From an optimization exercise on the open Yosys and OpenROAD flow, aimed at small area; shortcuts taken in it are not production practice. The RTL was checked by simulation tests, not by an equivalence proof against the original design. Power figures rest on the tool's default switching activity, not on a simulated workload.

### constraint.sdc
create_clock -name core_clock -period 10.0 [get_ports {gc}]
set_input_delay 2.0000 -clock core_clock [delete_from_list [all_inputs] [get_ports {gc}]]
set_output_delay 2.0000 -clock core_clock [all_outputs]
set_load 0.01 [all_outputs]
### flow/run.sh
#!/bin/bash
# Standard ORFS layout, with these changes:
#  - synthesis maps logic with an area-oriented ABC script (flow/area.abc) instead of
#    ORFS's speed script; everything else in synthesis is synth_recipe.tcl unchanged,
#    so the registers are exactly the standard synthesis's.
#  - the port buffers are sky130_fd_sc_hd__buf_1.
#  - clock tree synthesis inserts no dummy loads.
#  - adders are left to ABC instead of being mapped to full/half-adder cells first.
# Each step's log is under orfs/logs; make's own output goes to flow_make.log.
set -euo pipefail
W=$(pwd)
cat > "$W/area_synth.tcl" <<EOT
proc abc {args} {
  set i [lsearch -exact \$args -script]
  if {\$i >= 0} {
    set args [lreplace \$args \$i [expr {\$i + 1}] -script $W/flow/area.abc]
  }
  yosys abc {*}\$args
}
source $W/synth_recipe.tcl
EOT
sed -e "s#SYNTH_SCRIPT=[^ ]*#SYNTH_SCRIPT=$W/area_synth.tcl ADDER_MAP_FILE= 'BUFFER_PORTS_ARGS=-buffer_cell sky130_fd_sc_hd__buf_1' 'CTS_ARGS=-sink_clustering_enable -repair_clock_nets -sink_clustering_size 24 -sink_clustering_max_diameter 100 -buf_list sky130_fd_sc_hd__clkbuf_16 -dont_use_dummy_load'#" "$W/standard.sh" > "$W/area_standard.sh"
bash "$W/area_standard.sh" > "$W/flow_make.log" 2>&1
### design.v
package heap_pkg;
	localparam int heap_width = 24;         
	localparam int payload_width = 16;
	localparam int num_banks = 4;
	localparam int slots_per_bank = 8;
	localparam int bank_index_width = 2;
	localparam int slot_index_width = 3;
	localparam int max_block = 4;           
	localparam int size_width = 3;
	localparam int used_bit = 0;
	localparam int head_bit = 1;
	localparam int size_lsb = 2;            
	localparam int colour_lsb = 5;          
	localparam int refers_bit = 7;
	localparam int payload_lsb = 8;
	localparam int colour_width = 2;
	localparam logic [1:0] colour_white = 2'b00;
	localparam logic [1:0] colour_grey = 2'b01;
	localparam logic [1:0] colour_black = 2'b11;
	localparam int depth_of_graph = 10;     
	localparam int pass_width = 4;
	localparam int gc_threshold = 22;       
	localparam int freed_width = 6;
	localparam int state_width = 2;
	localparam logic [1:0] st_idle = 2'd0;
	localparam logic [1:0] st_grey = 2'd1;
	localparam logic [1:0] st_mark = 2'd2;
	localparam logic [1:0] st_sweep = 2'd3;
	typedef union packed
	{
		logic [payload_width-1:0] data_word;
		struct packed
		{
			logic [payload_width-slot_index_width-1:0] unused;
			logic [slot_index_width-1:0] target_slot;     
		} link;
	} heap_payload_u;
endpackage
`timescale 1ns/100ps
module heap_top
(
	input  logic gc,
	input  logic reset,
	input  logic alloc_valid,
	input  logic [heap_pkg::size_width-1:0] alloc_size,
	input  logic alloc_refers,
	input  heap_pkg::heap_payload_u alloc_payload,
	input  logic unroot_valid,
	input  logic [heap_pkg::bank_index_width-1:0] unroot_bank,
	input  logic [heap_pkg::slot_index_width-1:0] unroot_slot,
	input  logic rd_valid,
	input  logic [heap_pkg::bank_index_width-1:0] rd_bank,
	input  logic [heap_pkg::slot_index_width-1:0] rd_slot,
	input  logic gc_request,
	output logic alloc_done,
	output logic alloc_ok,
	output logic [heap_pkg::bank_index_width-1:0] alloc_bank,
	output logic [heap_pkg::slot_index_width-1:0] alloc_slot,
	output logic rd_done,
	output logic [heap_pkg::heap_width-1:0] rd_data,
	output logic gc_busy,
	output logic gc_done,
	output logic [heap_pkg::freed_width-1:0] freed_total
);
	logic [31:0] sh, sx, sr;
	logic [15:0] pay [32];
	logic [5:0] live;
	logic auto_fired;
	logic first;           
	logic chg;             
	logic sweeping;
	logic [1:0] scnt;      
	logic [4:0] rd_addr;
	logic [31:0] freem, cand, first_fit, head_we, tail_we;
	logic fit_found;
	logic [4:0] fit_idx;
	logic accept;
	assign freem = ~(sh | sx);
	always_comb
	begin
		for (int i = 0; i < 32; i++)
		begin
			logic ok;
			ok = 1'b1;
			for (int k = 0; k < 4; k++)
				if (k < alloc_size)
				begin
					if ((i % 8) + k < 8)
						ok = ok & freem[i + k];
					else
						ok = 1'b0;
				end
			cand[i] = ok && alloc_size != 0 && alloc_size <= 4;
		end
	end
	logic [3:0] bank_any, bank_first;
	logic [31:0] local_first;
	always_comb
	begin
		for (int b = 0; b < 4; b++)
		begin
			bank_any[b] = |cand[b * 8 +: 8];
			for (int s = 0; s < 8; s++)
			begin
				local_first[b * 8 + s] = cand[b * 8 + s];
				for (int k = 0; k < s; k++)
					if (cand[b * 8 + k])
						local_first[b * 8 + s] = 1'b0;
			end
		end
		for (int b = 0; b < 4; b++)
		begin
			bank_first[b] = bank_any[b];
			for (int k = 0; k < b; k++)
				if (bank_any[k])
					bank_first[b] = 1'b0;
		end
		fit_found = |bank_any;
		fit_idx = '0;
		for (int i = 0; i < 32; i++)
		begin
			first_fit[i] = bank_first[i / 8] && local_first[i];
			if (first_fit[i])
				fit_idx = fit_idx | i[4:0];
		end
	end
	assign accept = alloc_valid && !gc_busy && fit_found;
	always_comb
	begin
		for (int i = 0; i < 32; i++)
		begin
			head_we[i] = accept && first_fit[i];
			tail_we[i] = 1'b0;
			for (int k = 1; k < 4; k++)
				if ((i % 8) >= k && k < alloc_size && first_fit[i - k])
					tail_we[i] = accept;
		end
	end
	logic trigger, last, marking, sweep_end;
	logic [31:0] hit, newm, dead, unroot_sel;
	logic [3:0] pc8;
	logic [7:0] dead_b;
	assign trigger = !gc_busy && (gc_request || (live >= 6'd22 && !auto_fired));
	assign marking = gc_busy && !sweeping;
	assign last = marking && (first ? !(|sr) : !chg);
	assign sweep_end = sweeping && scnt == 2'd3;
	always_comb
	begin
		for (int i = 0; i < 32; i++)
		begin
			hit[i] = 1'b0;
			for (int j = (i / 8) * 8; j < (i / 8) * 8 + 8; j++)
				if (sr[j] && sx[j] && pay[j][2:0] == (i % 8))
					hit[i] = 1'b1;
			newm[i] = marking && sh[i] && !sr[i] && hit[i];
		end
	end
	logic [31:0] alive;
	always_comb
	begin
		for (int i = 0; i < 32; i++)
		begin
			if (i % 8 == 0)
				alive[i] = sr[i];
			else
				alive[i] = sr[i] || (!sh[i] && alive[i - 1]);
			dead[i] = (sh[i] || sx[i]) && !alive[i];
		end
	end
	always_comb
	begin
		dead_b = dead[scnt * 8 +: 8];
		pc8 = '0;
		for (int k = 0; k < 8; k++)
			pc8 = pc8 + dead_b[k];
	end
	always_comb
		for (int i = 0; i < 32; i++)
			unroot_sel[i] = unroot_valid && !gc_busy && {unroot_bank, unroot_slot} == i[4:0];
	always_ff @(posedge gc)
	begin
		for (int i = 0; i < 32; i++)
		begin
			logic sw;
			sw = sweeping && scnt == i / 8;
			sh[i] <= !reset && (head_we[i] || (sw ? sr[i] : (sh[i] && !newm[i])));
			sr[i] <= !reset && (head_we[i] || newm[i] || (sw ? (sh[i] && sr[i]) : (sr[i] && !unroot_sel[i])));
			sx[i] <= !reset && (head_we[i] ? alloc_refers : (tail_we[i] || (sw ? (sx[i] && alive[i]) : sx[i])));
		end
	end
	always_ff @(posedge gc)
		for (int i = 0; i < 32; i++)
			if (head_we[i])
				pay[i] <= alloc_payload;
	always_ff @(posedge gc)
	begin
		if (reset)
		begin
			alloc_done <= 1'b0;
			alloc_ok <= 1'b0;
			rd_done <= 1'b0;
			gc_busy <= 1'b0;
			gc_done <= 1'b0;
			first <= 1'b0;
			chg <= 1'b0;
			sweeping <= 1'b0;
			scnt <= '0;
			auto_fired <= 1'b0;
			live <= '0;
		end
		else
		begin
			alloc_done <= alloc_valid;
			alloc_ok <= accept;
			rd_done <= rd_valid;
			gc_done <= sweep_end;
			first <= trigger;
			chg <= |newm;
			if (trigger)
				gc_busy <= 1'b1;
			else if (sweep_end)
				gc_busy <= 1'b0;
			if (last)
				sweeping <= 1'b1;
			else if (sweep_end)
				sweeping <= 1'b0;
			scnt <= sweeping ? scnt + 2'd1 : 2'd0;
			if (live < 6'd22)
				auto_fired <= 1'b0;
			else if (trigger)
				auto_fired <= 1'b1;
			live <= live + (accept ? {3'b000, alloc_size} : 6'd0) - (gc_done ? freed_total : 6'd0);
		end
	end
	always_ff @(posedge gc)
	begin
		alloc_bank <= fit_idx[4:3];
		alloc_slot <= fit_idx[2:0];
		if (first)
			freed_total <= '0;
		else if (sweeping)
			freed_total <= freed_total + {2'b00, pc8};
		rd_addr <= {rd_bank, rd_slot};
	end
	logic [7:0] hb, xb;
	logic [2:0] rs;
	logic [2:0] own, endp;
	logic [2:0] size;
	logic rh, rused;
	logic [15:0] rp;
	always_comb
	begin
		rp = '0;
		for (int i = 0; i < 32; i++)
			rp = rp | ({16{rd_addr == i}} & pay[i]);
	end
	always_comb
	begin
		hb = sh[rd_addr[4:3] * 8 +: 8];
		xb = sx[rd_addr[4:3] * 8 +: 8];
		rs = rd_addr[2:0];
		rh = hb[rs];
		own = '0;
		for (int j = 0; j < 8; j++)
			if (j <= rs && hb[j])
				own = j[2:0];
		endp = 3'd7;
		for (int j = 7; j >= 1; j--)
			if (j > rs && (hb[j] || !xb[j]))
				endp = j[2:0] - 3'd1;
		size = endp - own + 3'd1;
		rused = (rh || xb[rs]) && !(alloc_ok && alloc_bank == rd_addr[4:3] && alloc_slot == own);
		rd_data[0] = rused;
		rd_data[1] = rused && rh;
		rd_data[4:2] = rused ? size : 3'd0;
		rd_data[6:5] = 2'b00;
		rd_data[7] = rused && rh && xb[rs];
		rd_data[23:8] = rh ? rp : 16'd0;
	end
endmodule
### standard.sh
#!/bin/bash
# synth_recipe.tcl (not shown) runs the flow's synth.tcl, then flattens the netlist and writes it again
# the make line also repeats each setting of config.mk as NAME=value (left out here)
make -C /OpenROAD-flow-scripts/flow DESIGN_CONFIG=/design/flow/config.mk WORK_HOME=/design/flow/orfs CLKGATE_MAP_FILE= SYNTH_SCRIPT=/design/flow/synth_recipe.tcl "${@:-finish}"
### config.mk
export PLATFORM = sky130hd
export DESIGN_NAME = heap_top
export DESIGN_NICKNAME = heap_top
export VERILOG_FILES = /design/flow/design.v
export SDC_FILE = /design/flow/constraint.sdc
export NUM_CORES = 4
export LEC_CHECK = 0
export CAP_MARGIN = 20
export CORE_MARGIN = 2
export CORE_UTILIZATION = 65
export CTS_BUF_LIST = sky130_fd_sc_hd__clkbuf_16
export CTS_CLUSTER_DIAMETER = 100
export CTS_CLUSTER_SIZE = 24
export SLEW_MARGIN = 20
### flow/area.abc
strash
&get -n
&fraig -x
&put
scorr
dc2
dretime
strash
&get -n
&syn2
&dch
&nf -R 1000
&put
==> run summary <==
[stage by stage]
stage          worst slack (ns)  hold WS (ns)  cells  utilization [%]
2_1_floorplan             3.198        0.4702   2465                -
3_3_place_gp              2.522        0.4884   3188            68.91
3_5_place_dp              2.399        0.5106   3188            68.91
4_1_cts                   3.015        0.5199   3219            70.67
5_1_grt                   2.426        0.5700   3225            70.85
6_report                  2.544        0.5321   3229            70.88
[kinds of logic (layout without fill, tap and decap cells)]
| logic type | after synthesis | after routing | share of synthesized area [%] |
|---|---|---|---|
| other | 1 | 7 | 0.01300 |
| XOR/XNOR | 37 | 37 | 1.123 |
| AO/OA/AOI/OAI | 706 | 706 | 17.66 |
| AND/OR/NAND/NOR | 966 | 966 | 16.35 |
| adder cells (fa/ha/maj) | 2 | 2 | 0.06941 |
| buffers and inverters | 95 | 262 | 1.275 |
| flip-flops | 641 | 641 | 62.25 |
| multiplexers | 16 | 16 | 1.249 |
[layout by cell type, fill, tap and decap left out, drive strengths merged, types with 38 or more instances in the layout]
| cell type | n |
|---|---|
| a21oi | 106 |
| a222oi | 95 |
| a22oi | 42 |
| a31oi | 60 |
| buf | 129 |
| clkbuf | 41 |
| clkinv | 91 |
| dfxtp | 129 |
| edfxtp | 512 |
| nand2 | 210 |
| nand2b | 48 |
| nand3 | 125 |
| nor2 | 240 |
| nor3 | 127 |
| nor4 | 39 |
| o21ai | 115 |
| o221ai | 38 |
| o22ai | 45 |
[critical path: cells and delay by family]
kind / cells / cell delay (ns)
buf+inv: 5 / 2.42
compound gates: 7 / 2.08
simple gates: 7 / 1.44
[routing by layer]
| metal | global-route usage [%] | part of all wire (%) | vias to the layer above |
|---|---|---|---|
| li1 | - | - | 10300 |
| met1 | 61.70 | 28 | 12490 |
| met2 | 78.61 | 41 | 3562 |
| met3 | 28.45 | 18 | 1185 |
| met4 | 52.48 | 13 | 8 |
| met5 | 0.6250 | 0.058 | - |
[worst max-delay path by stage]
stage / from / endpoint / slack [ns] / cells after the start
2_1_floorplan: alloc_size[2] / live[5] / 3.20 / 23
3_3_place_gp: alloc_size[2] / sx[5] / 2.52 / 18
3_5_place_dp: alloc_size[2] / sx[1] / 2.40 / 18
4_1_cts: alloc_size[2] / sx[1] / 3.02 / 18
5_1_grt: alloc_size[2] / sx[1] / 2.43 / 18
6_report: alloc_size[0] / sx[1] / 2.54 / 19
[power groups by stage]
| stage | combinational (mW) | sequential [mW] | clock [mW] |
|---|---|---|---|
| after floorplan | 0.566 | 3.12 | 0 |
| after global placement | 0.882 | 3.16 | 0 |
| after detailed placement | 0.911 | 3.17 | 0 |
| after CTS | 0.917 | 3.12 | 1.34 |
| after global routing | 1.01 | 3.14 | 1.41 |
| final | 0.979 | 3.14 | 1.39 |
[state kept, by name, indices dropped and copies added (netlist names), 2 cells and up]
| signal | cells |
|---|---|
| scnt | 2 |
| sh | 32 |
| alloc_slot | 3 |
| freed_total | 6 |
| rd_addr | 5 |
| pay | 512 |
| alloc_bank | 2 |
| sr | 32 |
| live | 6 |
| sx | 32 |
[cell type report]
cell class / instances / area [µm²] / area share (%)
Inverter: 92 / 345.3 / 1.107
Tap cell: 592 / 740.7 / 2.374
Antenna cell: 5 / 12.51 / 0.04009
Multi-Input combinational cell: 1729 / 10600 / 33.97
Sequential cell: 641 / 17960 / 57.54
Timing Repair Buffer: 139 / 773.2 / 2.478
Clock buffer: 31 / 775.7 / 2.486
==> qor.yml <==
status: "timing/DRC/antenna clean"
power_density_nw_per_um2: 176.4
syn2layout_area_growth_pct: 8.185
ys_seq_area_share_pct: 62.25
layout.nets: 2670
grt_pass1_wl_um: 183800
clk_latency_ns: 0.68
cts_tree: "yes"
path_class: "primary input to flip-flop"
hp-class: "flip-flop to flip-flop"
min_path_cells: 2
initial_core_util_pct: 65.51
dieArea_um2: 46080
peakVddDrop_v: 0.0002707
synth_edf_count: 512
final_area_um2: 31210
gr-usage-all-layers_pct: 56.16
maxSlewViolCount: 0
maxSlewHeadroom_pct: 6.343
async_flop_share_pct: 0
r2r_slack_ns: 4.57
htree_num_levels: 1
maxCapViolCount: 0
worstPathMaxFanout: 19
synth_common_cells: "512 x edfxtp_1, 240 x nor2_1, 210 x nand2_1, 129 x dfxtp_1, 127 x nor3_1"
clkTransAtPathRegs_ns: 0.10
hold_start: "auto_fired"
synth_area_leader_cell: "edfxtp_1"
antenna_found_initial: 11
yosysWarnings: 8
cpMaxStageDelayCell: "clkinv_1"
syn-instance-count: 2464
power.total_mw: 5.504
synth_area_um2: 28850
worst_path_largest_cell_delay_ns: 1.00
path_cells: "buf_1, nor2_1, buf_4, nor2_1, nor2_1, buf_4, a21oi_1, a211oi_1, a31oi_1, o221ai_1, nor3b_1, nand2_1, o21a_1, buf_4, nand2_1, clkinv_1, a221o_1, o21ai_0, nor2_1"
cts_hold_buf: 0
cts_buffer_depth: 3
ant_nets: 0
power.internal_mw: 3.852
io_pins: 76
gp_congestion: 1.110
hold_viol: 0
yosys-top-cells-area: "edfxtp_1 53%, dfxtp_1 9.0%, a222oi_1 3.3%"
grt_pass1_vias: 25730
min_period_ns: 7.456
rr_endpoint: "sx[1]"
dp_hpwl_um: 85980
drt_first_pass_iters: 14
via_per_inst: 8.530
drive_above_1_share_pct: 5.129
setup_viol: 0
synth-seq-cells: 641
yosys.area.top_type_share_pct: 53.30
drc: 0
ctsRootBufferMaster: "clkbuf_16"
cts_inserted_buffers: 31
overflow: 0
die_y_um: 214.7
finalCritPeriodShare_pct: 74.56
cp-start-kind: "primary input"
synthFlopType: "edfxtp_1"
finalSetupTns_ns: 0
clock_skew_ns: 0.07980
io_buffer_count: 73
worstMarginPinSlew_ns: 1.405
wirelength_um: 130200
arrival_ns: 7.95
switching_share_pct: 30.02
power.leakage_nw: 9.679
cts-resized-gates: 0
core-area_um2: 44030
cp.required_ns: 10.49
die_x_um: 214.7
r2r_cells: 16
rsz0062_at_grt: "false"
synth_most_common_cell: "edfxtp_1"
placed_area_um2: 30340
syn_area_per_cell_um2: 11.71
cp_common_cell: "nor2_1"
wl_per_cell_um: 40.32
fmax_ghz: 0.1341
whs_endpoint: "auto_fired"
cp-end-kind: "flip-flop"
ys_types: 58
rr_startpoint: "sx[1]"
power_frac_clock_pct: 25.2
pwr-share-seq_pct: 57.0
grt_max_degree: 87
cts_sinks: 641
p_sw_mw: 1.652
drt_iter0_markers: 7204
vias: 27540
rows: 77
combinationalPowerShare_pct: 17.8
post-cts-setup-buffers: 0
fillerInstances: 2868

[afterwards: timing with drivers on the ports]
In the flow no input, the clock included, has a driving cell. The finished layout below was timed again as built, in two steps.
Step 1 sets driving cells, clkbuf_16 on the clock port and buf_2 on the other inputs (assumed; they add their load-dependent delay and slew).
Step 2 adds t to the input delays and takes it off the output delays; t is the mean of the earliest and latest rising clock arrival at the registers after step 1. Input paths then give back, and output paths get back, about the clock's delay inside the block.
Three values: ideal, step 1, step 2; two values: the first two.
t, ns: 0.700
setup slack, ns: 2.544 / 2.579 / 1.879
hold slack, ns: 0.532 / 0.532 / 0.532
worst setup path after step 2: input to register
clock arrival spread, ns: 0.080 / 0.080
After both steps this run still meets setup and hold. The setup slack of this run moves by +0.035 ns with the drivers and by -0.665 ns with both steps.
